This design comes from an exercise in tuning for small area, a short achievable clock period and few clock cycles on the open sky130 flow, not from production work. At most, simulation tests tie the RTL to the original design; equivalence was not proved. Function not checked in run 1: the RTL went through the layout flow alone. No activity file was given, so power comes from the tool's default toggle rates.

==> flow/design.v (outline; a module is shown in full before it is edited, if it fits) <==
// module requant_argmax_pipe: 1434 lines
module requant_argmax_pipe #(
  parameter int ACC_W       = 25,
  parameter int OUT_W       = 8,
  parameter int MULT_W      = 16,
  parameter int SHIFT_W     = 5,
  parameter int NUM_CLASSES = 10,
  parameter int IDX_W       = $clog2(NUM_CLASSES)
) (
  input  logic                     clk,
  input  logic                     rst_n,
  input  logic                     cfg_load,
  input  logic signed [ACC_W-1:0]  cfg_bias,
  input  logic        [MULT_W-1:0] cfg_mult,
  input  logic       [SHIFT_W-1:0] cfg_shift,
  input  logic                     cfg_round,
  input  logic signed [OUT_W-1:0]  cfg_offset,
  input  logic signed [OUT_W-1:0]  cfg_min,
  input  logic signed [OUT_W-1:0]  cfg_max,
  output logic                     busy,
  input  logic                     in_valid,
  output logic                     in_ready,
  input  logic signed [ACC_W-1:0]  in_data,
  input  logic                     in_last,
  output logic                     out_valid,
  input  logic                     out_ready,
  output logic signed [OUT_W-1:0]  out_data,
  output logic                     out_last,
  output logic                     argmax_valid,
  output logic        [IDX_W-1:0]  argmax_idx,
  output logic signed [OUT_W-1:0]  argmax_val
);
  // ...
==> flow/flow/run.sh <==
#!/bin/bash
# The standard ORFS layout (standard.sh), with two changes to how it is
# made: repair_timing aims for 8.5 ns of setup slack at the design's clock
# period, and the port buffers are buf_2.
set -euo pipefail
bash standard.sh SETUP_SLACK_MARGIN=8.5 "BUFFER_PORTS_ARGS=-buffer_cell sky130_fd_sc_hd__buf_2" finish > standard_flow.log 2>&1
==> flow/standard.sh <==
#!/bin/bash
# synth_recipe.tcl (not shown) runs the flow's synth.tcl, then flattens the netlist and writes it again
# the make line also repeats each setting of config.mk as NAME=value (left out here)
make -C /OpenROAD-flow-scripts/flow DESIGN_CONFIG=/design/flow/config.mk WORK_HOME=/design/flow/orfs CLKGATE_MAP_FILE= SYNTH_SCRIPT=/design/flow/synth_recipe.tcl "${@:-finish}"
==> flow/config.mk <==
export PLATFORM = sky130hd
export DESIGN_NAME = requant_argmax_pipe
export DESIGN_NICKNAME = requant_argmax_pipe
export VERILOG_FILES = /design/flow/design.v
export SDC_FILE = /design/flow/constraint.sdc
export NUM_CORES = 4
export LEC_CHECK = 0
export CAP_MARGIN = 20
export CORE_MARGIN = 2
export CORE_UTILIZATION = 40
export CTS_CLUSTER_DIAMETER = 80
export CTS_CLUSTER_SIZE = 25
export SLEW_MARGIN = 20
==> flow/constraint.sdc <==
create_clock -name core_clock -period 12.0 [get_ports {clk}]
set_input_delay 2.4000 -clock core_clock [delete_from_list [all_inputs] [get_ports {clk}]]
set_output_delay 2.4000 -clock core_clock [all_outputs]
set_load 0.01 [all_outputs]
==> impl_metrics.tcl, run 1 <==
set metrics [dict create \
    relSlewSlack_pct 22.0 \
    clkPwrFrac_pct 14.8 \
    fin_cells 3470 \
    p_int_mw 3.38 \
    grt_pass1_wl_um 103000 \
    seq_cells 357 \
    dp.cells 3389 \
    yosys.area_share.xor_xnor_pct 10.0 \
    cp_num_buf_inv 0 \
    n_all_inverters 295 \
    fin_setup_tns_ps 0 \
    tightest_slew_ps 1170 \
    critical_path.max_stage_delay_ps 480 \
    grtUsageMet1_pct 25.3 \
    post_cts_buffers 26 \
    largest_reg_flops 45 \
    async_flop_share_pct 0 \
    fin_nets 3091 \
    p_seq_mw 1.80 \
    grt.busiest_layer "met2" \
    status "finished clean" \
    place_area_mm2 0.0263 \
    clk_latency_ps 570 \
    die_x_um 253 \
    multi_input_gates 1747 \
    power_leakage_nw 11.7 \
    num-fill-cells 5820 \
    wirelength_met1_um 27400 \
    synth.area.top_cells "dfxtp_1 24%, fa_1 16%, ha_1 8.9%" \
    final_util_pct 45.4 \
    finalWorstSetupSlack_ps 7710 \
    grt_antenna_before_repair 0 \
    synth_edf_count 54 \
    drive_above_1_share_pct 14.6 \
    vdd_drop_max_mv 0.111 \
    antenna_cells 0 \
    synth_top_area_cell "dfxtp_1" \
    p_seq_share_pct 30.6 \
    final-clk-cell-share_pct 2.86 \
    crit_path_end_kind "register" \
]
==> run 2, diff against run 1 <==
--- a/flow/design.v
+++ b/flow/design.v
@@ -1173,17 +1173,18 @@
   assign pb = {mul_w390, mul_w388, mul_w386, mul_w384, mul_w382, mul_w380, mul_w378, mul_w376, mul_w374, mul_w372, mul_w370, mul_w368, mul_w366, mul_w364, mul_w362, mul_w360, mul_w358, mul_w356, mul_w354, mul_w352, mul_w350, mul_w348, mul_w346, mul_w344, mul_w342, mul_w340, mul_w338, mul_w336, mul_w334, mul_w332, mul_w330, mul_w328, mul_w326, mul_w324, mul_w322, mul_w320, mul_w318, mul_w316, mul_w314, mul_neg1, 1'b0, mul_neg0};
   logic signed [41:0] p;
   logic        [41:0] x0;
   logic        [25:0] x1;
   logic        [17:0] x2;
   logic        [13:0] x3;
   logic        [11:0] x4;
   logic        [10:0] x5;
-  logic               sg, o1, o2, o3, o4, fits_d;
+  logic        [31:0] dif, msk;
+  logic               sg, fits_d;
   logic [41:0] cpa_g0, cpa_p0;
   assign cpa_g0 = pa_q & pb_q;
   assign cpa_p0 = pa_q ^ pb_q;
   logic cpa_G1; assign cpa_G1 = cpa_g0[1] | (cpa_p0[1] & cpa_g0[0]);
   logic cpa_G2; assign cpa_G2 = cpa_g0[3] | (cpa_p0[3] & cpa_g0[2]);
   logic cpa_P2; assign cpa_P2 = cpa_p0[3] & cpa_p0[2];
   logic cpa_G3; assign cpa_G3 = cpa_g0[5] | (cpa_p0[5] & cpa_g0[4]);
   logic cpa_P3; assign cpa_P3 = cpa_p0[5] & cpa_p0[4];
@@ -1218,98 +1219,156 @@
   logic cpa_G18; assign cpa_G18 = cpa_g0[35] | (cpa_p0[35] & cpa_g0[34]);
   logic cpa_P18; assign cpa_P18 = cpa_p0[35] & cpa_p0[34];
   logic cpa_G19; assign cpa_G19 = cpa_g0[37] | (cpa_p0[37] & cpa_g0[36]);
   logic cpa_P19; assign cpa_P19 = cpa_p0[37] & cpa_p0[36];
   logic cpa_G20; assign cpa_G20 = cpa_g0[39] | (cpa_p0[39] & cpa_g0[38]);
   logic cpa_P20; assign cpa_P20 = cpa_p0[39] & cpa_p0[38];
   logic cpa_G21; assign cpa_G21 = cpa_g0[41] | (cpa_p0[41] & cpa_g0[40]);
   logic cpa_P21; assign cpa_P21 = cpa_p0[41] & cpa_p0[40];
-  logic cpa_G22; assign cpa_G22 = cpa_G2 | (cpa_P2 & cpa_G1);
-  logic cpa_G23; assign cpa_G23 = cpa_G4 | (cpa_P4 & cpa_G3);
-  logic cpa_P23; assign cpa_P23 = cpa_P4 & cpa_P3;
-  logic cpa_G24; assign cpa_G24 = cpa_G6 | (cpa_P6 & cpa_G5);
-  logic cpa_P24; assign cpa_P24 = cpa_P6 & cpa_P5;
-  logic cpa_G25; assign cpa_G25 = cpa_G8 | (cpa_P8 & cpa_G7);
-  logic cpa_P25; assign cpa_P25 = cpa_P8 & cpa_P7;
-  logic cpa_G26; assign cpa_G26 = cpa_G10 | (cpa_P10 & cpa_G9);
-  logic cpa_P26; assign cpa_P26 = cpa_P10 & cpa_P9;
-  logic cpa_G27; assign cpa_G27 = cpa_G12 | (cpa_P12 & cpa_G11);
-  logic cpa_P27; assign cpa_P27 = cpa_P12 & cpa_P11;
-  logic cpa_G28; assign cpa_G28 = cpa_G14 | (cpa_P14 & cpa_G13);
-  logic cpa_P28; assign cpa_P28 = cpa_P14 & cpa_P13;
-  logic cpa_G29; assign cpa_G29 = cpa_G16 | (cpa_P16 & cpa_G15);
-  logic cpa_P29; assign cpa_P29 = cpa_P16 & cpa_P15;
-  logic cpa_G30; assign cpa_G30 = cpa_G18 | (cpa_P18 & cpa_G17);
-  logic cpa_P30; assign cpa_P30 = cpa_P18 & cpa_P17;
-  logic cpa_G31; assign cpa_G31 = cpa_G20 | (cpa_P20 & cpa_G19);
-  logic cpa_P31; assign cpa_P31 = cpa_P20 & cpa_P19;
-  logic cpa_G32; assign cpa_G32 = cpa_G23 | (cpa_P23 & cpa_G22);
-  logic cpa_G33; assign cpa_G33 = cpa_G25 | (cpa_P25 & cpa_G24);
-  logic cpa_P33; assign cpa_P33 = cpa_P25 & cpa_P24;
-  logic cpa_G34; assign cpa_G34 = cpa_G27 | (cpa_P27 & cpa_G26);
-  logic cpa_P34; assign cpa_P34 = cpa_P27 & cpa_P26;
-  logic cpa_G35; assign cpa_G35 = cpa_G29 | (cpa_P29 & cpa_G28);
-  logic cpa_P35; assign cpa_P35 = cpa_P29 & cpa_P28;
-  logic cpa_G36; assign cpa_G36 = cpa_G31 | (cpa_P31 & cpa_G30);
-  logic cpa_P36; assign cpa_P36 = cpa_P31 & cpa_P30;
-  logic cpa_G37; assign cpa_G37 = cpa_G33 | (cpa_P33 & cpa_G32);
-  logic cpa_G38; assign cpa_G38 = cpa_G35 | (cpa_P35 & cpa_G34);
-  logic cpa_P38; assign cpa_P38 = cpa_P35 & cpa_P34;
-  logic cpa_G39; assign cpa_G39 = cpa_G38 | (cpa_P38 & cpa_G37);
-  logic cpa_G40; assign cpa_G40 = cpa_G34 | (cpa_P34 & cpa_G37);
-  logic cpa_G41; assign cpa_G41 = cpa_G36 | (cpa_P36 & cpa_G39);
-  logic cpa_G42; assign cpa_G42 = cpa_G24 | (cpa_P24 & cpa_G32);
-  logic cpa_G43; assign cpa_G43 = cpa_G26 | (cpa_P26 & cpa_G37);
-  logic cpa_G44; assign cpa_G44 = cpa_G28 | (cpa_P28 & cpa_G40);
-  logic cpa_G45; assign cpa_G45 = cpa_G30 | (cpa_P30 & cpa_G39);
-  logic cpa_G46; assign cpa_G46 = cpa_G3 | (cpa_P3 & cpa_G22);
-  logic cpa_G47; assign cpa_G47 = cpa_G5 | (cpa_P5 & cpa_G32);
-  logic cpa_G48; assign cpa_G48 = cpa_G7 | (cpa_P7 & cpa_G42);
-  logic cpa_G49; assign cpa_G49 = cpa_G9 | (cpa_P9 & cpa_G37);
-  logic cpa_G50; assign cpa_G50 = cpa_G11 | (cpa_P11 & cpa_G43);
-  logic cpa_G51; assign cpa_G51 = cpa_G13 | (cpa_P13 & cpa_G40);
-  logic cpa_G52; assign cpa_G52 = cpa_G15 | (cpa_P15 & cpa_G44);
-  logic cpa_G53; assign cpa_G53 = cpa_G17 | (cpa_P17 & cpa_G39);
-  logic cpa_G54; assign cpa_G54 = cpa_G19 | (cpa_P19 & cpa_G45);
-  logic cpa_G55; assign cpa_G55 = cpa_G21 | (cpa_P21 & cpa_G41);
-  logic cpa_G56; assign cpa_G56 = cpa_g0[2] | (cpa_p0[2] & cpa_G1);
-  logic cpa_G57; assign cpa_G57 = cpa_g0[4] | (cpa_p0[4] & cpa_G22);
-  logic cpa_G58; assign cpa_G58 = cpa_g0[6] | (cpa_p0[6] & cpa_G46);
-  logic cpa_G59; assign cpa_G59 = cpa_g0[8] | (cpa_p0[8] & cpa_G32);
-  logic cpa_G60; assign cpa_G60 = cpa_g0[10] | (cpa_p0[10] & cpa_G47);
-  logic cpa_G61; assign cpa_G61 = cpa_g0[12] | (cpa_p0[12] & cpa_G42);
-  logic cpa_G62; assign cpa_G62 = cpa_g0[14] | (cpa_p0[14] & cpa_G48);
-  logic cpa_G63; assign cpa_G63 = cpa_g0[16] | (cpa_p0[16] & cpa_G37);
-  logic cpa_G64; assign cpa_G64 = cpa_g0[18] | (cpa_p0[18] & cpa_G49);
-  logic cpa_G65; assign cpa_G65 = cpa_g0[20] | (cpa_p0[20] & cpa_G43);
-  logic cpa_G66; assign cpa_G66 = cpa_g0[22] | (cpa_p0[22] & cpa_G50);
-  logic cpa_G67; assign cpa_G67 = cpa_g0[24] | (cpa_p0[24] & cpa_G40);
-  logic cpa_G68; assign cpa_G68 = cpa_g0[26] | (cpa_p0[26] & cpa_G51);
-  logic cpa_G69; assign cpa_G69 = cpa_g0[28] | (cpa_p0[28] & cpa_G44);
-  logic cpa_G70; assign cpa_G70 = cpa_g0[30] | (cpa_p0[30] & cpa_G52);
-  logic cpa_G71; assign cpa_G71 = cpa_g0[32] | (cpa_p0[32] & cpa_G39);
-  logic cpa_G72; assign cpa_G72 = cpa_g0[34] | (cpa_p0[34] & cpa_G53);
-  logic cpa_G73; assign cpa_G73 = cpa_g0[36] | (cpa_p0[36] & cpa_G45);
-  logic cpa_G74; assign cpa_G74 = cpa_g0[38] | (cpa_p0[38] & cpa_G54);
-  logic cpa_G75; assign cpa_G75 = cpa_g0[40] | (cpa_p0[40] & cpa_G41);
-  assign p = {(cpa_p0[41] ^ cpa_G75), (cpa_p0[40] ^ cpa_G41), (cpa_p0[39] ^ cpa_G74), (cpa_p0[38] ^ cpa_G54), (cpa_p0[37] ^ cpa_G73), (cpa_p0[36] ^ cpa_G45), (cpa_p0[35] ^ cpa_G72), (cpa_p0[34] ^ cpa_G53), (cpa_p0[33] ^ cpa_G71), (cpa_p0[32] ^ cpa_G39), (cpa_p0[31] ^ cpa_G70), (cpa_p0[30] ^ cpa_G52), (cpa_p0[29] ^ cpa_G69), (cpa_p0[28] ^ cpa_G44), (cpa_p0[27] ^ cpa_G68), (cpa_p0[26] ^ cpa_G51), (cpa_p0[25] ^ cpa_G67), (cpa_p0[24] ^ cpa_G40), (cpa_p0[23] ^ cpa_G66), (cpa_p0[22] ^ cpa_G50), (cpa_p0[21] ^ cpa_G65), (cpa_p0[20] ^ cpa_G43), (cpa_p0[19] ^ cpa_G64), (cpa_p0[18] ^ cpa_G49), (cpa_p0[17] ^ cpa_G63), (cpa_p0[16] ^ cpa_G37), (cpa_p0[15] ^ cpa_G62), (cpa_p0[14] ^ cpa_G48), (cpa_p0[13] ^ cpa_G61), (cpa_p0[12] ^ cpa_G42), (cpa_p0[11] ^ cpa_G60), (cpa_p0[10] ^ cpa_G47), (cpa_p0[9] ^ cpa_G59), (cpa_p0[8] ^ cpa_G32), (cpa_p0[7] ^ cpa_G58), (cpa_p0[6] ^ cpa_G46), (cpa_p0[5] ^ cpa_G57), (cpa_p0[4] ^ cpa_G22), (cpa_p0[3] ^ cpa_G56), (cpa_p0[2] ^ cpa_G1), (cpa_p0[1] ^ cpa_g0[0]), (cpa_p0[0])};
+  logic cpa_G22; assign cpa_G22 = cpa_g0[2] | (cpa_p0[2] & cpa_G1);
+  logic cpa_G23; assign cpa_G23 = cpa_G2 | (cpa_P2 & cpa_G1);
+  logic cpa_G24; assign cpa_G24 = cpa_g0[6] | (cpa_p0[6] & cpa_G3);
+  logic cpa_P24; assign cpa_P24 = cpa_p0[6] & cpa_P3;
+  logic cpa_G25; assign cpa_G25 = cpa_G4 | (cpa_P4 & cpa_G3);
+  logic cpa_P25; assign cpa_P25 = cpa_P4 & cpa_P3;
+  logic cpa_G26; assign cpa_G26 = cpa_g0[10] | (cpa_p0[10] & cpa_G5);
+  logic cpa_P26; assign cpa_P26 = cpa_p0[10] & cpa_P5;
+  logic cpa_G27; assign cpa_G27 = cpa_G6 | (cpa_P6 & cpa_G5);
+  logic cpa_P27; assign cpa_P27 = cpa_P6 & cpa_P5;
+  logic cpa_G28; assign cpa_G28 = cpa_g0[14] | (cpa_p0[14] & cpa_G7);
+  logic cpa_P28; assign cpa_P28 = cpa_p0[14] & cpa_P7;
+  logic cpa_G29; assign cpa_G29 = cpa_G8 | (cpa_P8 & cpa_G7);
+  logic cpa_P29; assign cpa_P29 = cpa_P8 & cpa_P7;
+  logic cpa_G30; assign cpa_G30 = cpa_g0[18] | (cpa_p0[18] & cpa_G9);
+  logic cpa_P30; assign cpa_P30 = cpa_p0[18] & cpa_P9;
+  logic cpa_G31; assign cpa_G31 = cpa_G10 | (cpa_P10 & cpa_G9);
+  logic cpa_P31; assign cpa_P31 = cpa_P10 & cpa_P9;
+  logic cpa_G32; assign cpa_G32 = cpa_g0[22] | (cpa_p0[22] & cpa_G11);
+  logic cpa_P32; assign cpa_P32 = cpa_p0[22] & cpa_P11;
+  logic cpa_G33; assign cpa_G33 = cpa_G12 | (cpa_P12 & cpa_G11);
+  logic cpa_P33; assign cpa_P33 = cpa_P12 & cpa_P11;
+  logic cpa_G34; assign cpa_G34 = cpa_g0[26] | (cpa_p0[26] & cpa_G13);
+  logic cpa_P34; assign cpa_P34 = cpa_p0[26] & cpa_P13;
+  logic cpa_G35; assign cpa_G35 = cpa_G14 | (cpa_P14 & cpa_G13);
+  logic cpa_P35; assign cpa_P35 = cpa_P14 & cpa_P13;
+  logic cpa_G36; assign cpa_G36 = cpa_g0[30] | (cpa_p0[30] & cpa_G15);
+  logic cpa_P36; assign cpa_P36 = cpa_p0[30] & cpa_P15;
+  logic cpa_G37; assign cpa_G37 = cpa_G16 | (cpa_P16 & cpa_G15);
+  logic cpa_P37; assign cpa_P37 = cpa_P16 & cpa_P15;
+  logic cpa_G38; assign cpa_G38 = cpa_g0[34] | (cpa_p0[34] & cpa_G17);
+  logic cpa_P38; assign cpa_P38 = cpa_p0[34] & cpa_P17;
+  logic cpa_G39; assign cpa_G39 = cpa_G18 | (cpa_P18 & cpa_G17);
+  logic cpa_P39; assign cpa_P39 = cpa_P18 & cpa_P17;
+  logic cpa_G40; assign cpa_G40 = cpa_g0[38] | (cpa_p0[38] & cpa_G19);
+  logic cpa_P40; assign cpa_P40 = cpa_p0[38] & cpa_P19;
+  logic cpa_G41; assign cpa_G41 = cpa_G20 | (cpa_P20 & cpa_G19);
+  logic cpa_P41; assign cpa_P41 = cpa_P20 & cpa_P19;
+  logic cpa_G42; assign cpa_G42 = cpa_g0[4] | (cpa_p0[4] & cpa_G23);
+  logic cpa_G43; assign cpa_G43 = cpa_G3 | (cpa_P3 & cpa_G23);
+  logic cpa_G44; assign cpa_G44 = cpa_G24 | (cpa_P24 & cpa_G23);
+  logic cpa_G45; assign cpa_G45 = cpa_G25 | (cpa_P25 & cpa_G23);
+  logic cpa_G46; assign cpa_G46 = cpa_g0[12] | (cpa_p0[12] & cpa_G27);
+  logic cpa_P46; assign cpa_P46 = cpa_p0[12] & cpa_P27;
+  logic cpa_G47; assign cpa_G47 = cpa_G7 | (cpa_P7 & cpa_G27);
+  logic cpa_P47; assign cpa_P47 = cpa_P7 & cpa_P27;
+  logic cpa_G48; assign cpa_G48 = cpa_G28 | (cpa_P28 & cpa_G27);
+  logic cpa_P48; assign cpa_P48 = cpa_P28 & cpa_P27;
+  logic cpa_G49; assign cpa_G49 = cpa_G29 | (cpa_P29 & cpa_G27);
+  logic cpa_P49; assign cpa_P49 = cpa_P29 & cpa_P27;
+  logic cpa_G50; assign cpa_G50 = cpa_g0[20] | (cpa_p0[20] & cpa_G31);
+  logic cpa_P50; assign cpa_P50 = cpa_p0[20] & cpa_P31;
+  logic cpa_G51; assign cpa_G51 = cpa_G11 | (cpa_P11 & cpa_G31);
+  logic cpa_P51; assign cpa_P51 = cpa_P11 & cpa_P31;
+  logic cpa_G52; assign cpa_G52 = cpa_G32 | (cpa_P32 & cpa_G31);
+  logic cpa_P52; assign cpa_P52 = cpa_P32 & cpa_P31;
+  logic cpa_G53; assign cpa_G53 = cpa_G33 | (cpa_P33 & cpa_G31);
+  logic cpa_P53; assign cpa_P53 = cpa_P33 & cpa_P31;
+  logic cpa_G54; assign cpa_G54 = cpa_g0[28] | (cpa_p0[28] & cpa_G35);
+  logic cpa_P54; assign cpa_P54 = cpa_p0[28] & cpa_P35;
+  logic cpa_G55; assign cpa_G55 = cpa_G15 | (cpa_P15 & cpa_G35);
+  logic cpa_P55; assign cpa_P55 = cpa_P15 & cpa_P35;
+  logic cpa_G56; assign cpa_G56 = cpa_G36 | (cpa_P36 & cpa_G35);
+  logic cpa_P56; assign cpa_P56 = cpa_P36 & cpa_P35;
+  logic cpa_G57; assign cpa_G57 = cpa_G37 | (cpa_P37 & cpa_G35);
+  logic cpa_P57; assign cpa_P57 = cpa_P37 & cpa_P35;
+  logic cpa_G58; assign cpa_G58 = cpa_g0[36] | (cpa_p0[36] & cpa_G39);
+  logic cpa_P58; assign cpa_P58 = cpa_p0[36] & cpa_P39;
+  logic cpa_G59; assign cpa_G59 = cpa_G19 | (cpa_P19 & cpa_G39);
+  logic cpa_P59; assign cpa_P59 = cpa_P19 & cpa_P39;
+  logic cpa_G60; assign cpa_G60 = cpa_G40 | (cpa_P40 & cpa_G39);
+  logic cpa_P60; assign cpa_P60 = cpa_P40 & cpa_P39;
+  logic cpa_G61; assign cpa_G61 = cpa_G41 | (cpa_P41 & cpa_G39);
+  logic cpa_P61; assign cpa_P61 = cpa_P41 & cpa_P39;
+  logic cpa_G62; assign cpa_G62 = cpa_g0[8] | (cpa_p0[8] & cpa_G45);
+  logic cpa_G63; assign cpa_G63 = cpa_G5 | (cpa_P5 & cpa_G45);
+  logic cpa_G64; assign cpa_G64 = cpa_G26 | (cpa_P26 & cpa_G45);
+  logic cpa_G65; assign cpa_G65 = cpa_G27 | (cpa_P27 & cpa_G45);
+  logic cpa_G66; assign cpa_G66 = cpa_G46 | (cpa_P46 & cpa_G45);
+  logic cpa_G67; assign cpa_G67 = cpa_G47 | (cpa_P47 & cpa_G45);
+  logic cpa_G68; assign cpa_G68 = cpa_G48 | (cpa_P48 & cpa_G45);
+  logic cpa_G69; assign cpa_G69 = cpa_G49 | (cpa_P49 & cpa_G45);
+  logic cpa_G70; assign cpa_G70 = cpa_g0[24] | (cpa_p0[24] & cpa_G53);
+  logic cpa_P70; assign cpa_P70 = cpa_p0[24] & cpa_P53;
+  logic cpa_G71; assign cpa_G71 = cpa_G13 | (cpa_P13 & cpa_G53);
+  logic cpa_P71; assign cpa_P71 = cpa_P13 & cpa_P53;
+  logic cpa_G72; assign cpa_G72 = cpa_G34 | (cpa_P34 & cpa_G53);
+  logic cpa_P72; assign cpa_P72 = cpa_P34 & cpa_P53;
+  logic cpa_G73; assign cpa_G73 = cpa_G35 | (cpa_P35 & cpa_G53);
+  logic cpa_P73; assign cpa_P73 = cpa_P35 & cpa_P53;
+  logic cpa_G74; assign cpa_G74 = cpa_G54 | (cpa_P54 & cpa_G53);
+  logic cpa_P74; assign cpa_P74 = cpa_P54 & cpa_P53;
+  logic cpa_G75; assign cpa_G75 = cpa_G55 | (cpa_P55 & cpa_G53);
+  logic cpa_P75; assign cpa_P75 = cpa_P55 & cpa_P53;
+  logic cpa_G76; assign cpa_G76 = cpa_G56 | (cpa_P56 & cpa_G53);
+  logic cpa_P76; assign cpa_P76 = cpa_P56 & cpa_P53;
+  logic cpa_G77; assign cpa_G77 = cpa_G57 | (cpa_P57 & cpa_G53);
+  logic cpa_P77; assign cpa_P77 = cpa_P57 & cpa_P53;
+  logic cpa_G78; assign cpa_G78 = cpa_g0[40] | (cpa_p0[40] & cpa_G61);
+  logic cpa_P78; assign cpa_P78 = cpa_p0[40] & cpa_P61;
+  logic cpa_G79; assign cpa_G79 = cpa_G21 | (cpa_P21 & cpa_G61);
+  logic cpa_P79; assign cpa_P79 = cpa_P21 & cpa_P61;
+  logic cpa_G80; assign cpa_G80 = cpa_g0[16] | (cpa_p0[16] & cpa_G69);
+  logic cpa_G81; assign cpa_G81 = cpa_G9 | (cpa_P9 & cpa_G69);
+  logic cpa_G82; assign cpa_G82 = cpa_G30 | (cpa_P30 & cpa_G69);
+  logic cpa_G83; assign cpa_G83 = cpa_G31 | (cpa_P31 & cpa_G69);
+  logic cpa_G84; assign cpa_G84 = cpa_G50 | (cpa_P50 & cpa_G69);
+  logic cpa_G85; assign cpa_G85 = cpa_G51 | (cpa_P51 & cpa_G69);
+  logic cpa_G86; assign cpa_G86 = cpa_G52 | (cpa_P52 & cpa_G69);
+  logic cpa_G87; assign cpa_G87 = cpa_G53 | (cpa_P53 & cpa_G69);
+  logic cpa_G88; assign cpa_G88 = cpa_G70 | (cpa_P70 & cpa_G69);
+  logic cpa_G89; assign cpa_G89 = cpa_G71 | (cpa_P71 & cpa_G69);
+  logic cpa_G90; assign cpa_G90 = cpa_G72 | (cpa_P72 & cpa_G69);
+  logic cpa_G91; assign cpa_G91 = cpa_G73 | (cpa_P73 & cpa_G69);
+  logic cpa_G92; assign cpa_G92 = cpa_G74 | (cpa_P74 & cpa_G69);
+  logic cpa_G93; assign cpa_G93 = cpa_G75 | (cpa_P75 & cpa_G69);
+  logic cpa_G94; assign cpa_G94 = cpa_G76 | (cpa_P76 & cpa_G69);
+  logic cpa_G95; assign cpa_G95 = cpa_G77 | (cpa_P77 & cpa_G69);
+  logic cpa_G96; assign cpa_G96 = cpa_g0[32] | (cpa_p0[32] & cpa_G95);
+  logic cpa_G97; assign cpa_G97 = cpa_G17 | (cpa_P17 & cpa_G95);
+  logic cpa_G98; assign cpa_G98 = cpa_G38 | (cpa_P38 & cpa_G95);
+  logic cpa_G99; assign cpa_G99 = cpa_G39 | (cpa_P39 & cpa_G95);
+  logic cpa_G100; assign cpa_G100 = cpa_G58 | (cpa_P58 & cpa_G95);
+  logic cpa_G101; assign cpa_G101 = cpa_G59 | (cpa_P59 & cpa_G95);
+  logic cpa_G102; assign cpa_G102 = cpa_G60 | (cpa_P60 & cpa_G95);
+  logic cpa_G103; assign cpa_G103 = cpa_G61 | (cpa_P61 & cpa_G95);
+  logic cpa_G104; assign cpa_G104 = cpa_G78 | (cpa_P78 & cpa_G95);
+  logic cpa_G105; assign cpa_G105 = cpa_G79 | (cpa_P79 & cpa_G95);
+  assign p = {(cpa_p0[41] ^ cpa_G104), (cpa_p0[40] ^ cpa_G103), (cpa_p0[39] ^ cpa_G102), (cpa_p0[38] ^ cpa_G101), (cpa_p0[37] ^ cpa_G100), (cpa_p0[36] ^ cpa_G99), (cpa_p0[35] ^ cpa_G98), (cpa_p0[34] ^ cpa_G97), (cpa_p0[33] ^ cpa_G96), (cpa_p0[32] ^ cpa_G95), (cpa_p0[31] ^ cpa_G94), (cpa_p0[30] ^ cpa_G93), (cpa_p0[29] ^ cpa_G92), (cpa_p0[28] ^ cpa_G91), (cpa_p0[27] ^ cpa_G90), (cpa_p0[26] ^ cpa_G89), (cpa_p0[25] ^ cpa_G88), (cpa_p0[24] ^ cpa_G87), (cpa_p0[23] ^ cpa_G86), (cpa_p0[22] ^ cpa_G85), (cpa_p0[21] ^ cpa_G84), (cpa_p0[20] ^ cpa_G83), (cpa_p0[19] ^ cpa_G82), (cpa_p0[18] ^ cpa_G81), (cpa_p0[17] ^ cpa_G80), (cpa_p0[16] ^ cpa_G69), (cpa_p0[15] ^ cpa_G68), (cpa_p0[14] ^ cpa_G67), (cpa_p0[13] ^ cpa_G66), (cpa_p0[12] ^ cpa_G65), (cpa_p0[11] ^ cpa_G64), (cpa_p0[10] ^ cpa_G63), (cpa_p0[9] ^ cpa_G62), (cpa_p0[8] ^ cpa_G45), (cpa_p0[7] ^ cpa_G44), (cpa_p0[6] ^ cpa_G43), (cpa_p0[5] ^ cpa_G42), (cpa_p0[4] ^ cpa_G23), (cpa_p0[3] ^ cpa_G22), (cpa_p0[2] ^ cpa_G1), (cpa_p0[1] ^ cpa_g0[0]), (cpa_p0[0])};
   always_comb begin
     sg     = p[41];
     x0     = {p[40:0], 1'b0};
     x1     = shift_q[4] ? x0[41:16] : x0[25:0];
-    o1     = !shift_q[4] && (|(x0[41:26] ^ {16{sg}}));
     x2     = shift_q[3] ? x1[25:8] : x1[17:0];
-    o2     = o1 || (!shift_q[3] && (|(x1[25:18] ^ {8{sg}})));
     x3     = shift_q[2] ? x2[17:4] : x2[13:0];
-    o3     = o2 || (!shift_q[2] && (|(x2[17:14] ^ {4{sg}})));
     x4     = shift_q[1] ? x3[13:2] : x3[11:0];
-    o4     = o3 || (!shift_q[1] && (|(x3[13:12] ^ {2{sg}})));
     x5     = shift_q[0] ? x4[11:1] : x4[10:0];
-    fits_d = !(o4 || (!shift_q[0] && (x4[11] ^ sg)) || (x5[10] ^ sg));
+    dif    = p[40:9] ^ {32{sg}};
+    for (int j = 0; j < 32; j++) msk[j] = (5'(j) >= shift_q);
+    fits_d = ~|(dif & msk);
   end
   logic signed [11:0] kx, hi_d, lo_d, hi_q, lo_q;
   logic               mm_q;
   logic        [8:0]  t9;
   logic               gt, lt, selmax, selmin;
   logic signed [7:0]  res;
   always_comb begin
     kx     = $signed({{3{offset_q[7]}}, offset_q, rc_q});
==> flow/flow/run.sh (replaced) <==
#!/bin/bash
# The standard ORFS layout (standard.sh), with two changes to how it is
# made: repair_timing aims for 8.35 ns of setup slack at the design's clock
# period, and the port buffers are buf_2.
set -euo pipefail
bash standard.sh SETUP_SLACK_MARGIN=8.35 "BUFFER_PORTS_ARGS=-buffer_cell sky130_fd_sc_hd__buf_2" finish > standard_flow.log 2>&1
==> run 2 against run 1 <==
Net effect: still clean on timing, DRC and antenna; die area up 5.8%; largest power group unchanged; worst setup slack better by 690 ps; critical path type is now reg2out; via count is 13% higher; count of clock-buffer cells in the layout grew 1.
==> impl_metrics.tcl, run 2 <==
set metrics [dict create \
    status "finished clean" \
    synth-seq-area-share_pct 29.2 \
    fin_skew_ps 26.4 \
    worstSetupStartpointType "register" \
    firstDrtPassIters 6 \
    p_sw_share_pct 45.1 \
    clock-root-buffer "clkbuf_16" \
    top_register "buf_q" \
    dieArea_mm2 0.0679 \
    hold_path.class "reg2reg" \
    crit_path_cell_trace "buf_2" \
    routabilityCongestion 0.904 \
    clkPwrFrac_pct 14.5 \
    cp_num_buf_inv 1 \
    dp_hpwl_um 53400 \
    fin_crit_ps 3600 \
    synthTopCellsByCount "303 x dfxtp_1, 271 x inv_1, 241 x nand2_1" \
    grt_max_degree 100 \
    grt_pass1_vias 21800 \
    area_growth_pct 11.6 \
    synth_seq_cells 357 \
    place_area_mm2 0.0277 \
    ant_nets 0 \
    drcViolationCount 0 \
    crit_path_end_kind "output port" \
    p_seq_share_pct 27.7 \
    async_flop_share_pct 0 \
    yosys_warnings 1 \
    cp.arrival_ps 1200 \
    maxCapViolCount 0 \
    wl_per_cell_um 20.3 \
    synth.distinct_cells 82 \
    relSlewSlack_pct 29.6 \
    clock-sinks 357 \
    fin_nets 3298 \
    combPwrFrac_pct 57.8 \
    setup_viol 0 \
    wl_met3_um 4850 \
    cp_max_fo 3 \
    vdd_drop_max_mv 0.114 \
    clk_pin_slew_ps 100 \
    rsz0062_at_grt "yes" \
    final_common_cell "dfxtp_1" \
    max_freq_mhz 278 \
    grt_antenna_before_repair 1 \
    tightest_slew_ps 1060 \
    row_count 94 \
    reg_top3 "buf_q: 45 flops, pa_q: 42 flops, pb_q: 41 flops" \
    stdcell_area_mm2 0.0294 \
    syn_nets 3282 \
    grt_pass1_wl_um 120000 \
    crit_type "reg2out" \
    maxUsedRoutingLayer "met5" \
    critical_path.max_stage_delay_ps 460 \
    p_int_mw 3.58 \
    drive_above_1_share_pct 13.6 \
    synthesis.area_mm2 0.0263 \
    hold_viol 0 \
    post-route-period-util_pct 30.0 \
    clk_latency_ps 570 \
    track_usage_pct 22.2 \
    synth_cells 2823 \
    routed_wl_um 75600 \
    critPathTopFamily "flip-flops" \
    total_power_mw 6.51 \
    crit_required_ps 9600 \
    coreArea_mm2 0.0655 \
    fin_setup_tns_ps 0 \
    syn_area_per_cell_um2 9.33 \
    die_x_um 261 \
    power_leakage_nw 12.3 \
    wirelength_met1_um 30700 \
    ioPinCount 127 \
    synth_top_area_cell "dfxtp_1" \
    vias 20900 \
    slew_violations 0 \
    critical_path.slowest_cell "edfxtp_1" \
    cts.htree.levels 1 \
    met2WireLength_um 37100 \
    drt_iter0_drc 1669 \
    io_buffers 126 \
    cts_tree "built" \
    gr-total-overflow 0 \
    post_drt_via_cell_ratio 5.63 \
    synth_edf_count 54 \
    numCtsBuffers 24 \
    largest_reg_flops 45 \
    final_cell_mix "276 x dfxtp_1, 265 x inv_1, 234 x nand2_1" \
    antenna_cells 0 \
    synth.area.top_cells "dfxtp_1 23%, fa_1 14%, ha_1 8.5%" \
    synth_top_area_share_pct 23.0 \
    hold_buffers 0 \
    yosysMostFrequentCell "dfxtp_1" \
    power.switching_mw 2.94 \
    power_density_mw_per_mm2 222 \
    ys_dominant_reg_cell "dfxtp_1" \
    start_util_pct 40.2 \
    die_h_um 261 \
    clockBufferDepth 3 \
]
==> run 2: final timing paths <==
check | endpoint | slack, ps | start | depth (start not counted)
min reg2reg | lu_q$_DFF_P_ | 350 | lt_q$_DFF_P_ | 0
max reg2reg | fits_q$_DFF_P_ | 8440 | pa_q[9]$_DFF_P_ | 14
max | out_data[6] | 8400 | hd_q[6]$_DFFE_PP_ | 1
min | lu_q$_DFF_P_ | 350 | lt_q$_DFF_P_ | 0
==> run 2: cell type report <==
class                           count  area [um2]
Clock buffer                       28         637
Clock inverter                     16         251
Fill cell                        6196       36100
Inverter                          274        1030
Multi-Input combinational cell   1990       17500
Sequential cell                   357        7720
Tap cell                          864        1080
Timing Repair Buffer              192        1140
==> run 2: logic make-up (layout without fill, tap and decap cells) <==
family	Yosys count	count (layout)	share of synthesized area, %
mux	74	74	3.50
fa+ha+maj	357	357	22.1
simple gates	559	559	9.96
compound gates	709	710	18.8
flops	357	357	29.2
buf+inv	477	510	6.84
xor+xnor	290	290	9.67
==> run 2: power by group through the flow <==
stage / Combinational (mW) / Sequential [mW] / Clock (mW)
after global routing: 4.22 / 1.83 / 1.01
after CTS: 3.63 / 1.79 / 0.973
after floorplan: 2.62 / 1.65 / 0
final: 3.76 / 1.80 / 0.946
after global placement: 3.46 / 1.81 / 0
after detailed placement: 3.52 / 1.81 / 0
==> run 2: repair_timing <==
item	CTS	global route
resized for setup	62	71
setup endpoints to repair	62	100
gates cloned	1	0
pin swaps	18	33
setup buffers	12	21
hold endpoints to repair	0	0
==> run 2: metal layers <==
metal | vias to the layer above | global-route usage [%]
met5 | - | 0
met4 | 2 | 8.19
met3 | 200 | 2.82
met2 | 831 | 39.3
met1 | 10200 | 27.5
li1 | 9726 | -
==> run 2: metrics by stage <==
stage	setup WS, ps	utilization [%]	instances	hold slack, ps
6_report	8400	44.8	3721	350
3_3_place_gp	7700	42.2	3643	318
2_1_floorplan	8070	-	2823	310
5_1_grt	8290	44.8	3721	360
4_1_cts	8320	44.2	3700	350
3_5_place_dp	7660	42.2	3643	322
Testbench counts of run 2, summed over its fixed seeds: cycles 9,640.
==> run 3, diff against run 2 <==
--- a/flow/config.mk
+++ b/flow/config.mk
@@ -7,2 +7,3 @@
 export LEC_CHECK = 0
+export ABC_AREA = 1
 export CAP_MARGIN = 20
==> run 3 against run 2 <==
Net effect: synthesized cell count is 13% higher; worst hold slack lost 25 ps; cell area decreased by 2.1%.
==> impl_metrics.tcl, run 3 <==
set metrics [dict create \
    status "finished clean" \
    synth_seq_cells 357 \
    clk_latency_ps 610 \
    ioPinCount 127 \
    synth-seq-area-share_pct 29.6 \
    grt.busiest_layer "met2" \
    slew_violations 0 \
    grt_use_met3_pct 3.70 \
    hold_buffers 0 \
    worstSetupStartpointType "register" \
    finalWorstSetupSlack_ps 8380 \
    gr-usage-met2_pct 34.7 \
    vias 21900 \
    fin_skew_ps 29.2 \
    syn_nets 3650 \
    grt_max_degree 89 \
    total_power_mw 7.39 \
    synth_top_area_cell "dfxtp_1" \
    grt_pass1_wl_um 118000 \
    die_x_um 259 \
    cts.htree.levels 1 \
    hold_viol 0 \
    dp_slack_ps 7370 \
    crit_path_end_kind "output port" \
    reg_top3 "buf_q: 45 flops, pa_q: 42 flops, pb_q: 41 flops" \
    drive_above_1_share_pct 9.80 \
    grt_pass1_vias 21000 \
    cp.arrival_ps 1220 \
    firstDrtPassIters 5 \
    die_h_um 259 \
    vdd_drop_max_mv 0.125 \
    fin_nets 3704 \
    dp_hpwl_um 55400 \
    crit_required_ps 9600 \
    fin_setup_tns_ps 0 \
    hold_path.class "reg2reg" \
    post_drt_via_cell_ratio 5.31 \
    fin_crit_ps 3620 \
    power_leakage_nw 14.0 \
    coreArea_mm2 0.0643 \
    cp_max_fo 3 \
    synth.distinct_cells 54 \
    maxCapViolCount 0 \
    yosys_warnings 1 \
    gr-total-overflow 0 \
    final_common_cell "nand2_1" \
    rsz0062_at_grt "yes" \
    drcViolationCount 0 \
    critical_path.slowest_cell "edfxtp_1" \
    synth.area.top_cells "dfxtp_1 23%, fa_1 14%, ha_1 8.6%" \
    area_growth_pct 10.7 \
    tightest_slew_ps 857 \
    dieArea_mm2 0.0670 \
    crit_path_cell_trace "buf_2" \
    clock-root-buffer "clkbuf_16" \
    wl_per_cell_um 18.3 \
    final_cell_mix "496 x nand2_1, 438 x inv_1, 295 x dfxtp_1" \
    io_buffers 126 \
    numCtsBuffers 26 \
    clockBufferDepth 3 \
    routabilityCongestion 0.937 \
    start_util_pct 40.4 \
    relSlewSlack_pct 42.3 \
    clk_pin_slew_ps 90 \
    post-route-period-util_pct 30.2 \
    final_util_pct 44.7 \
    largest_reg_flops 45 \
    clock-sinks 357 \
    grtUsageMet1_pct 31.5 \
    track_usage_pct 22.3 \
    critPathTopFamily "flip-flops" \
    crit_type "reg2out" \
    top_register "buf_q" \
    ys_dominant_reg_cell "dfxtp_1" \
    drt_iter0_drc 1935 \
    critical_path.max_stage_delay_ps 450 \
    synth_edf_count 54 \
    yosysMostFrequentCell "nand2_1" \
    synthTopCellsByCount "500 x nand2_1, 454 x inv_1, 303 x dfxtp_1" \
    ant_nets 0 \
    setup_viol 0 \
    synthesis.area_mm2 0.0260 \
    cts_tree "built" \
    max_freq_mhz 276 \
    power_density_mw_per_mm2 257 \
    routed_wl_um 75400 \
    syn_area_per_cell_um2 8.14 \
    grt_antenna_before_repair 1 \
    cp_num_buf_inv 1 \
    async_flop_share_pct 0 \
    row_count 93 \
    synth_top_area_share_pct 23.3 \
    synth_cells 3191 \
]
run 3: cell count changes in the layout (fill, tap and decap cells not counted), sizes merged, moves of 59 or more:
cell / before / now
a21boi: 74 / 14
a21oi: 101 / 160
a22oi: 200 / 2
inv: 281 / 474
nand2: 241 / 523
nand3: 29 / 178
nor2: 106 / 191
o21ai: 108 / 182
o22ai: 9 / 205
xnor2: 175 / 20
xor2: 115 / 251
run 3: report_power, final:
part           internal (mW)  total (mW)  switching (mW)
clock network          0.468        1.00           0.535
registers               1.59        1.78           0.193
logic                   1.71        4.61            2.89
run 3: cell type report:
cell class | count | area [um2]
fill | 6329 | 35600
multi-input combinational | 2205 | 16000
sequential | 357 | 7700
inverter | 485 | 1910
timing repair buffer | 168 | 1070
tap | 855 | 1070
clock buffer | 28 | 668
clock inverter | 20 | 292
timing repair inverter | 2 | 10.0
antenna | 2 | 5.00
run 3: what timing repair did:
action	4_1_cts	5_1_grt
resized for setup	31	30
gates cloned	0	2
setup buffers	5	13
endpoints found under the setup margin	132	89
run 3: worst paths after layout:
| kind | startpoint | to | slack, ps | cells past startpoint |
|---|---|---|---|---|
| worst max-delay path | hd_q[0]$_DFFE_PP_ | out_data[0] | 8380 | 1 |
| worst max register to register | s_q[12]$_DFF_P_ | pa_q[13]$_DFF_P_ | 8390 | 10 |
| worst min-delay path | lt_q$_DFF_P_ | lu_q$_DFF_P_ | 320 | 0 |
| worst min register to register | lt_q$_DFF_P_ | lu_q$_DFF_P_ | 320 | 0 |
run 3: through the flow:
stage	instances	area (um2)	hold slack, ps
global placement	4052	27400	314
floorplan	3191	26100	310
global route	4121	28800	343
finish	4122	28800	324
detailed placement	4052	27400	312
CTS	4105	28500	328
run 3: layer usage:
metal / vias to the layer above / share of wire, %
met5: - / 0
met2: 911 / 43
met1: 10300 / 45
met3: 147 / 8.4
met4: 0 / 3.0
li1: 10600 / -
run 3: cell families (layout without fill, tap and decap cells):
logic type,after synthesis,after routing,share of synthesized area [%]
AND/OR/NAND/NOR,942,942,15.4
multiplexers,1,1,0.0433
buffers and inverters,629,703,9.19
flip-flops,357,357,29.6
AO/OA/AOI/OAI,634,634,14.3
XOR/XNOR,271,271,9.13
other,0,2,0
adder cells (fa/ha/maj),357,357,22.4
==> run 4, diff against run 3 <==
==> flow/flow/run.sh (replaced) <==
#!/bin/bash
# The standard ORFS layout (standard.sh), with two changes to how it is
# made: repair_timing aims for 8.5 ns of setup slack at the design's clock
# period, and the port buffers are buf_2.
set -euo pipefail
bash standard.sh SETUP_SLACK_MARGIN=8.5 "BUFFER_PORTS_ARGS=-buffer_cell sky130_fd_sc_hd__buf_2" finish > standard_flow.log 2>&1
==> run 4 against run 3 <==
Net effect: non-clock buffer count grew 53; maximum frequency barely moved; wire length grew 2.2%; critical path type unchanged; largest cell class unchanged.
==> impl_metrics.tcl, run 4 <==
set metrics [dict create \
    status "finished clean" \
    firstDrtPassIters 6 \
    drive_above_1_share_pct 12.6 \
    reg_top3 "buf_q: 45 flops, pa_q: 42 flops, pb_q: 41 flops" \
    crit_required_ps 9600 \
    gr-total-overflow 0 \
    row_count 93 \
    post_drt_via_cell_ratio 5.30 \
    clock-root-buffer "clkbuf_16" \
    worstSetupStartpointType "register" \
    synthesis.area_mm2 0.0260 \
    fin_setup_tns_ps 0 \
    cp_num_buf_inv 1 \
    cp.arrival_ps 1220 \
    yosys_warnings 1 \
    drt_iter0_drc 2006 \
    crit_path_end_kind "output port" \
    grt_pass1_wl_um 120000 \
    clock-sinks 357 \
    final_cell_mix "495 x nand2_1, 423 x inv_1, 275 x dfxtp_1" \
    synth.area.top_cells "dfxtp_1 23%, fa_1 14%, ha_1 8.6%" \
    clkPwrFrac_pct 12.6 \
    grt_pass1_vias 21400 \
    total_power_mw 7.52 \
    synth_top_area_share_pct 23.3 \
    drcViolationCount 0 \
    synth_top_area_cell "dfxtp_1" \
    cts_tree "built" \
    power.switching_mw 3.67 \
    synth.distinct_cells 54 \
    dp_hpwl_um 55500 \
    die_h_um 259 \
    synth-seq-area-share_pct 29.6 \
    cp_max_fo 3 \
    synth_seq_cells 357 \
    die_x_um 259 \
    start_util_pct 40.4 \
    hold_path.class "reg2reg" \
    io_buffers 126 \
    maxCapViolCount 0 \
    syn_area_per_cell_um2 8.14 \
    largest_reg_flops 45 \
    whs_ps 327 \
    synthTopCellsByCount "500 x nand2_1, 454 x inv_1, 303 x dfxtp_1" \
    critical_path.max_stage_delay_ps 460 \
    syn_nets 3650 \
    clockBufferDepth 3 \
    vias 22100 \
    area_growth_pct 14.0 \
    critPathTopFamily "flip-flops" \
    synth_cells 3191 \
    crit_type "reg2out" \
    dieArea_mm2 0.0670 \
    power_density_mw_per_mm2 254 \
    hold_viol 0 \
    coreArea_mm2 0.0643 \
    synth_edf_count 54 \
    p_sw_share_pct 48.7 \
    routabilityCongestion 0.934 \
    numCtsBuffers 25 \
    fin_cells 4174 \
    grt_antenna_before_repair 2 \
    ioPinCount 127 \
    cts.htree.levels 1 \
    slew_violations 0 \
    fin_nets 3758 \
    async_flop_share_pct 0 \
    post-route-period-util_pct 30.2 \
    clk_pin_slew_ps 90 \
    combPwrFrac_pct 63.7 \
    setup_viol 0 \
    grt_max_degree 89 \
    vdd_drop_max_mv 0.109 \
    crit_path_cell_trace "buf_2" \
    critical_path.slowest_cell "edfxtp_1" \
    routed_wl_um 77000 \
    p_int_mw 3.86 \
    ant_nets 0 \
    track_usage_pct 22.5 \
    rsz0062_at_grt "yes" \
    dp.cells 4050 \
    final_common_cell "nand2_1" \
    fin_crit_ps 3620 \
    max_freq_mhz 276 \
    tightest_slew_ps 895 \
    top_register "buf_q" \
    ys_dominant_reg_cell "dfxtp_1" \
    clk_latency_ps 610 \
    fin_skew_ps 30.8 \
    wl_per_cell_um 18.4 \
    power_leakage_nw 14.3 \
    p_seq_share_pct 23.7 \
    relSlewSlack_pct 40.3 \
    yosysMostFrequentCell "nand2_1" \
]
[run 4: cell counts after synthesis]
No cell type changed its count.
[run 4: logic make-up after synthesis]
kind of cell | after synthesis | synth area share, %
buf+inv | 629 | 9.19
mux | 1 | 0.0433
flops | 357 | 29.6
xor+xnor | 271 | 9.13
fa+ha+maj | 357 | 22.4
compound gates | 634 | 14.3
simple gates | 942 | 15.4
[run 4: power groups by stage]
stage / combinational (mW) / sequential [mW] / clock [mW]
4_1_cts: 4.67 / 1.78 / 0.977
3_5_place_dp: 4.55 / 1.80 / 0
3_3_place_gp: 4.46 / 1.79 / 0
2_1_floorplan: 3.37 / 1.73 / 0
5_1_grt: 5.48 / 1.81 / 1.02
6_report: 4.79 / 1.79 / 0.947
[run 4: final cells by class]
class / count / area (um2)
inverter: 485 / 2090
antenna: 1 / 2.50
timing repair inverter: 4 / 20.0
tap: 855 / 1070
fill: 6330 / 34700
timing repair buffer: 221 / 1710
multi-input combinational: 2205 / 16100
clock buffer: 30 / 664
sequential: 357 / 7750
clock inverter: 16 / 219
[run 4: metrics by stage]
stage          util (%)  cell area (um2)  worst slack [ps]
6_report           46.0            29600              8380
5_1_grt            46.0            29600              8340
4_1_cts            44.9            28900              8360
3_5_place_dp       42.6            27400              7370
3_3_place_gp       42.6            27400              7380
2_1_floorplan         -            26100              8090
[run 4: timing repair]
| item | CTS | global route |
|---|---|---|
| endpoints found under the setup margin | 157 | 159 |
| hold buffers | 0 | 0 |
| resized for setup | 86 | 69 |
| setup buffers | 37 | 36 |
| gates cloned | 2 | 2 |
| pin swaps | 1 | 14 |
[run 4: final timing paths]
path | start | to | slack [ps] | depth (start not counted)
min reg2reg | ls_q$_DFF_P_ | lt_q$_DFF_P_ | 330 | 0
max reg2reg | s_q[11]$_DFF_P_ | pa_q[26]$_DFF_P_ | 8550 | 10
min | ls_q$_DFF_P_ | lt_q$_DFF_P_ | 330 | 0
max | hd_q[6]$_DFFE_PP_ | out_data[6] | 8380 | 1
[run 4: per-layer routing]
metal  GRT usage, %  wire length, um
met4           6.66             2170
met2           35.4            33800
met5              0                0
met3           3.40             6360
met1           32.0            34700
==> run 5, diff against run 4 <==
--- a/flow/config.mk
+++ b/flow/config.mk
@@ -7,3 +7,2 @@
 export LEC_CHECK = 0
-export ABC_AREA = 1
 export CAP_MARGIN = 20
==> run 5 against run 4 <==
Net effect: cell area rose by 0.34%; critical path depth up 16; die area is 1.3% higher; via count decreased by 5.2%; worst setup slack worse by 0.81 ps; clock power shrank 9.8%.
==> impl_metrics.tcl, run 5 <==
set metrics [dict create \
    dieArea_mm2 0.0679 \
    seqCellArea_mm2 0.00776 \
    synth-seq-area-share_pct 29.2 \
    drcViolationCount 0 \
    largest_reg_flops 45 \
    post_drt_via_cell_ratio 5.62 \
    synth_edf_count 54 \
    total_power_mw 6.52 \
    ant_nets 0 \
    dp_hpwl_um 52900 \
    wl_per_cell_um 19.9 \
    post-route-period-util_pct 30.2 \
    synth_seq_cells 357 \
    cp_num_buf_inv 1 \
    clock-root-buffer "clkbuf_16" \
    synth_top_area_cell "dfxtp_1" \
    coreArea_mm2 0.0655 \
    clk_pin_slew_ps 100 \
    clk_latency_ps 560 \
    drive_above_1_share_pct 15.0 \
    worstSetupStartpointType "register" \
    crit_path_cell_trace "ha_4, ha_4, a211oi_4, o21ai_2, a21o_1, nand2_1, nand2_1, fa_2, xor2_4, buf_4, a31oi_2, nand3_1, a21oi_2, o311ai_1, a2111oi_2, a41oi_1, nor3_2" \
    hold_path.class "reg2reg" \
    final_common_cell "inv_1" \
    power_leakage_nw 12.4 \
    stdcell_area_mm2 0.0297 \
    slew_violations 0 \
    start_util_pct 40.2 \
    fin_crit_ps 3620 \
    ioPinCount 127 \
    vias 21000 \
    row_count 94 \
    critical_path.slowest_cell "fa_2" \
    fin_cells 3732 \
    grt_antenna_before_repair 0 \
    relSlewSlack_pct 40.6 \
    clock-sinks 357 \
    synth_cells 2823 \
    top_register "buf_q" \
    grt_pass1_wl_um 118000 \
    routabilityCongestion 0.896 \
    ys_dominant_reg_cell "dfxtp_1" \
    cts_tree "built" \
    crit_path_end_kind "register" \
    fin_setup_tns_ps 0 \
    num-fill-cells 6121 \
    grt_pass1_vias 21800 \
    cts.htree.levels 1 \
    setup_viol 0 \
    gr-total-overflow 0 \
    place_area_mm2 0.0277 \
    maxCapViolCount 0 \
    max_freq_mhz 276 \
    async_flop_share_pct 0 \
    grt_max_degree 98 \
    area_growth_pct 12.9 \
    synthTopCellsByCount "303 x dfxtp_1, 271 x inv_1, 241 x nand2_1" \
    routed_wl_um 74400 \
    vdd_drop_max_mv 0.132 \
    clockBufferDepth 3 \
    synth_top_area_share_pct 23.0 \
    antenna_cells 0 \
    tightest_slew_ps 869 \
    dp.cells 3645 \
    critPathTopFamily "compound AO/OA/AOI/OAI gates" \
    syn_nets 3282 \
    syn_area_per_cell_um2 9.33 \
    crit_required_ps 12480 \
    final_cell_mix "265 x inv_1, 261 x dfxtp_1, 234 x nand2_1" \
    power_density_mw_per_mm2 219 \
    yosysMostFrequentCell "dfxtp_1" \
    rsz0062_at_grt "yes" \
    crit_type "reg2reg" \
    synthesis.area_mm2 0.0263 \
    hold_viol 0 \
    fin_skew_ps 21.9 \
    reg_top3 "buf_q: 45 flops, pa_q: 42 flops, pb_q: 41 flops" \
    io_buffers 126 \
    cp.arrival_ps 4100 \
    yosys_warnings 1 \
    die_h_um 261 \
    status "finished clean" \
    drt_iter0_drc 1454 \
    fin_nets 3313 \
    track_usage_pct 21.6 \
    firstDrtPassIters 6 \
    synth.area.top_cells "dfxtp_1 23%, fa_1 14%, ha_1 8.5%" \
    critical_path.max_stage_delay_ps 420 \
    die_x_um 261 \
    final_util_pct 45.4 \
    synth.distinct_cells 82 \
    cp_max_fo 3 \
    numCtsBuffers 21 \
    multi_input_area_mm2 0.0177 \
]
run 5: cell types whose count changed in the layout (fill, tap and decap cells not counted), sizes merged, moves of 55 or more:
cell    delta
nand2    -282
a22oi    +198
o22ai    -196
inv      -175
xnor2    +155
nand3    -149
xor2     -136
nor2      -85
o21ai     -74
a21boi    +60
a21oi     -59
mux2i     +55
run 5: final cells by class:
class	instances	share of cell area [%]
well taps	864	3.64
clock inverters	12	0.699
clock buffers	25	1.85
flip-flops and latches	357	26.1
repair buffers	209	4.73
inverters	274	3.47
multi-input cells	1991	59.5
run 5: power by group:
part	switching, mW	total (mW)	internal, mW	leakage (nW)
sequential	0.278	1.81	1.53	3.01
combinational	2.20	3.86	1.66	9.03
clock	0.433	0.854	0.422	0.371
total	2.91	6.52	3.61	12.4
run 5: per-layer routing:
| metal | up-vias | wire (um) | GRT usage, % |
|---|---|---|---|
| li1 | 9752 | - | - |
| met1 | 10200 | 30500 | 26.9 |
| met2 | 831 | 36500 | 38.1 |
| met3 | 201 | 4600 | 2.58 |
| met4 | 0 | 2760 | 8.41 |
| met5 | - | 0 | 0 |
run 5: timing repair:
item	4_1_cts	5_1_grt
resized for setup	130	80
setup endpoints to repair	152	173
hold buffers	0	0
buffers inserted	32	15
pin swaps	26	30
gates cloned	1	2
run 5: logic make-up after synthesis:
| family | Yosys count | synth area share [%] |
|---|---|---|
| compound gates | 709 | 18.8 |
| simple gates | 559 | 9.96 |
| buf+inv | 477 | 6.84 |
| fa+ha+maj | 357 | 22.1 |
| flops | 357 | 29.2 |
| xor+xnor | 290 | 9.67 |
| mux | 74 | 3.50 |
run 5: path summary, 6_finish.rpt:
check,startpoint,to,slack (ps),cells past startpoint
max,pa_q[0]$_DFF_P_,fits_q$_DFF_P_,8380,17
min,ld_q$_DFF_P_,ls_q$_DFF_P_,330,0
max reg2reg,pa_q[0]$_DFF_P_,fits_q$_DFF_P_,8380,17
min reg2reg,ld_q$_DFF_P_,ls_q$_DFF_P_,330,0
run 5: metrics by stage:
step           setup WS, ps  hold slack (ps)
6_report               8380              334
5_1_grt                8190              339
4_1_cts                8370              340
3_5_place_dp           7660              314
3_3_place_gp           7700              320
2_1_floorplan          8070              310
==> run 6, diff against run 5 <==
==> flow/flow/run.sh (replaced) <==
#!/bin/bash
# The standard ORFS layout (standard.sh), with two changes to how it is
# made: repair_timing aims for 8.2 ns of setup slack at the design's clock
# period, and the port buffers are buf_2.
set -euo pipefail
bash standard.sh SETUP_SLACK_MARGIN=8.2 "BUFFER_PORTS_ARGS=-buffer_cell sky130_fd_sc_hd__buf_2" finish > standard_flow.log 2>&1
==> run 6 against run 5 <==
Net effect: maximum frequency fell by 4.5%; area after synthesis unchanged; register-to-register slack worse by 170 ps; non-clock buffer count fell by 30; critical endpoint unchanged; largest cell class unchanged.
==> impl_metrics.tcl, run 6 <==
set metrics [dict create \
    syn_area_per_cell_um2 9.33 \
    ant_nets 0 \
    syn_nets 3282 \
    synth_edf_count 54 \
    start_util_pct 40.2 \
    fin_skew_ps 19.1 \
    synth.area.top_cells "dfxtp_1 23%, fa_1 14%, ha_1 8.5%" \
    power.switching_mw 2.89 \
    wl_per_cell_um 20.3 \
    area_growth_pct 10.1 \
    ys_dominant_reg_cell "dfxtp_1" \
    slew_violations 0 \
    synth_top_area_share_pct 23.0 \
    final_common_cell "dfxtp_1" \
    rsz0062_at_grt "yes" \
    fin_setup_tns_ps 0 \
    drt_iter0_drc 1739 \
    cts.htree.levels 1 \
    grt_pass1_vias 21600 \
    io_buffers 126 \
    vdd_drop_max_mv 0.105 \
    dieArea_mm2 0.0679 \
    largest_reg_flops 45 \
    post_drt_via_cell_ratio 5.63 \
    p_sw_share_pct 45.6 \
    die_h_um 261 \
    cp_max_fo 3 \
    power_leakage_nw 12.2 \
    firstDrtPassIters 6 \
    synthTopCellsByCount "303 x dfxtp_1, 271 x inv_1, 241 x nand2_1" \
    status "finished clean" \
    power_density_mw_per_mm2 219 \
    max_freq_mhz 264 \
    final_cell_mix "286 x dfxtp_1, 265 x inv_1, 236 x nand2_1" \
    fin_crit_ps 3790 \
    crit_path_end_kind "register" \
    yosysMostFrequentCell "dfxtp_1" \
    row_count 94 \
    combPwrFrac_pct 58.3 \
    antenna_cells 0 \
    synth_top_area_cell "dfxtp_1" \
    drive_above_1_share_pct 12.1 \
    routabilityCongestion 0.920 \
    synth_cells 2823 \
    track_usage_pct 22.0 \
    maxCapViolCount 0 \
    hold_path.class "reg2reg" \
    grt_antenna_before_repair 0 \
    grt_pass1_wl_um 119000 \
    reg_top3 "buf_q: 45 flops, pa_q: 42 flops, pb_q: 41 flops" \
    fin_nets 3283 \
    setup_viol 0 \
    final_util_pct 44.3 \
    crit_required_ps 12480 \
    clkPwrFrac_pct 13.3 \
    dp_hpwl_um 53700 \
    clockBufferDepth 3 \
    hold_path.startpoint "ld_q$_DFF_P_" \
    synth_seq_cells 357 \
    synth.distinct_cells 82 \
    clk_pin_slew_ps 90 \
    crit_type "reg2reg" \
    clock-root-buffer "clkbuf_16" \
    routed_wl_um 75100 \
    worstSetupStartpointType "register" \
    synth-seq-area-share_pct 29.2 \
    startpoint "pb_q[0]$_DFF_P_" \
    grt_max_degree 100 \
    p_int_mw 3.45 \
    cts_tree "built" \
    die_x_um 261 \
    drcViolationCount 0 \
    vias 20900 \
    gr-total-overflow 0 \
    cp.arrival_ps 4270 \
    clk_latency_ps 550 \
    numCtsBuffers 22 \
    synthesis.area_mm2 0.0263 \
    tightest_slew_ps 1010 \
    hold_viol 0 \
    hold_buffers 0 \
    top_register "buf_q" \
    r2r-start "pb_q[0]$_DFF_P_" \
    ioPinCount 127 \
    p_seq_share_pct 28.4 \
    async_flop_share_pct 0 \
    coreArea_mm2 0.0655 \
    post-route-period-util_pct 31.6 \
    relSlewSlack_pct 32.4 \
    clock-sinks 357 \
    yosys_warnings 1 \
]
## run 6: metrics by stage
| stage | std cells | power, mW | hold WS, ps | cell area, um2 | setup WS [ps] |
|---|---|---|---|---|---|
| 4_1_cts | 3689 | 6.23 | 335 | 28600 | 8140 |
| 6_report | 3704 | 6.34 | 335 | 29000 | 8210 |
| 3_5_place_dp | 3644 | 5.34 | 312 | 27700 | 7690 |
| 3_3_place_gp | 3643 | 5.28 | 317 | 27700 | 7720 |
| 5_1_grt | 3704 | 6.86 | 342 | 29000 | 8020 |
| 2_1_floorplan | 2823 | 4.26 | 310 | 26500 | 8070 |
## run 6: per-layer routing
layer	vias to the layer above	share of wire, %	global-route usage (%)
met5	-	0	0
met4	0	3.4	7.32
met3	186	6.5	2.48
met2	841	49	39.6
met1	10100	41	27.1
li1	9695	-	-
## run 6: cells by family (layout without fill, tap and decap cells)
group,after synthesis,after routing,synth area share (%)
adder cells (fa/ha/maj),357,357,22.1
buffers and inverters,477,493,6.84
multiplexers,74,74,3.50
AO/OA/AOI/OAI,709,710,18.8
AND/OR/NAND/NOR,559,559,9.96
flip-flops,357,357,29.2
XOR/XNOR,290,290,9.67
## run 6: worst paths after layout
path	slack [ps]	end	depth (start not counted)
setup / recovery	8210	fits_q$_DFF_P_	17
hold / removal	330	ls_q$_DFF_P_	0
setup reg to reg	8210	fits_q$_DFF_P_	17
hold reg to reg	330	ls_q$_DFF_P_	0
## run 6: power by group through the flow
stage | combinational (mW) | clock, mW | sequential, mW
4_1_cts | 3.58 | 0.873 | 1.78
5_1_grt | 4.13 | 0.910 | 1.82
3_3_place_gp | 3.47 | 0 | 1.81
3_5_place_dp | 3.53 | 0 | 1.81
6_report | 3.70 | 0.843 | 1.80
2_1_floorplan | 2.61 | 0 | 1.65
## run 6: final cells by class
cell class              instances  area [um2]
clock buffers                  26         597
clock inverters                14         179
fillers                      6180       36500
inverters                     274        1030
multi-input cells            1990       17400
flip-flops and latches        357        7710
well taps                     864        1080
repair buffers                179        1030
## run 6: worst max-delay path, cell delays in order (launching register included)
cell	delay, ps
dfxtp_1	340
ha_4	160
ha_4	170
a211oi_4	290
o21ai_2	100
a21o_1	200
nand2_1	70
nand2_1	70
fa_2	420
xor2_4	180
buf_4	160
a31oi_1	220
nand3_1	110
a21oi_1	230
o311ai_1	180
a2111oi_1	440
a41oi_1	200
nor3_2	190
## run 6: repair_timing
item	in CTS	in global routing
endpoints found under the setup margin	17	59
setup buffers	5	14
pin swaps	4	21
gates resized for setup	20	72
gates cloned	0	1

==> separate check: timing with driven ports <==
How much do the figures lean on ideal ports? The routed layouts below were timed once more, with nothing changed but the port constraints.
Step 1: set_driving_cell puts a clkbuf_16 on clk and a buf_2 on each other input, an assumption about the parent block.
Step 2 also shifts input and output timing later by t, the mid clock arrival at the registers, as if the neighbouring blocks saw the same clock.
Slacks: ideal / step 1 / step 2; pairs: ideal / step 1.
run	t, ns	setup WS [ns]	hold slack, ns	clock arrival spread, ns	worst data-port slew with drivers (ns)
run 1	0.615	7.712 / 7.712 / 7.712	0.334 / 0.334 / 0.334	0.031 / 0.031	0.12
run 2	0.617	8.398 / 8.340 / 7.832	0.350 / 0.350 / 0.350	0.029 / 0.029	0.09
run 3	0.647	8.376 / 8.323 / 7.812	0.324 / 0.324 / 0.324	0.029 / 0.029	0.16
run 4	0.653	8.378 / 8.320 / 7.916	0.327 / 0.327 / 0.327	0.032 / 0.033	0.14
run 5	0.605	8.377 / 8.355 / 7.938	0.334 / 0.334 / 0.334	0.024 / 0.023	0.09
run 6	0.605	8.208 / 8.208 / 7.758	0.335 / 0.335 / 0.335	0.026 / 0.025	0.09
After both steps setup and hold are still met in every run listed. For run 2, which loses most, drivers alone change the setup slack by -0.058 ns; drivers and shift together by -0.566 ns.
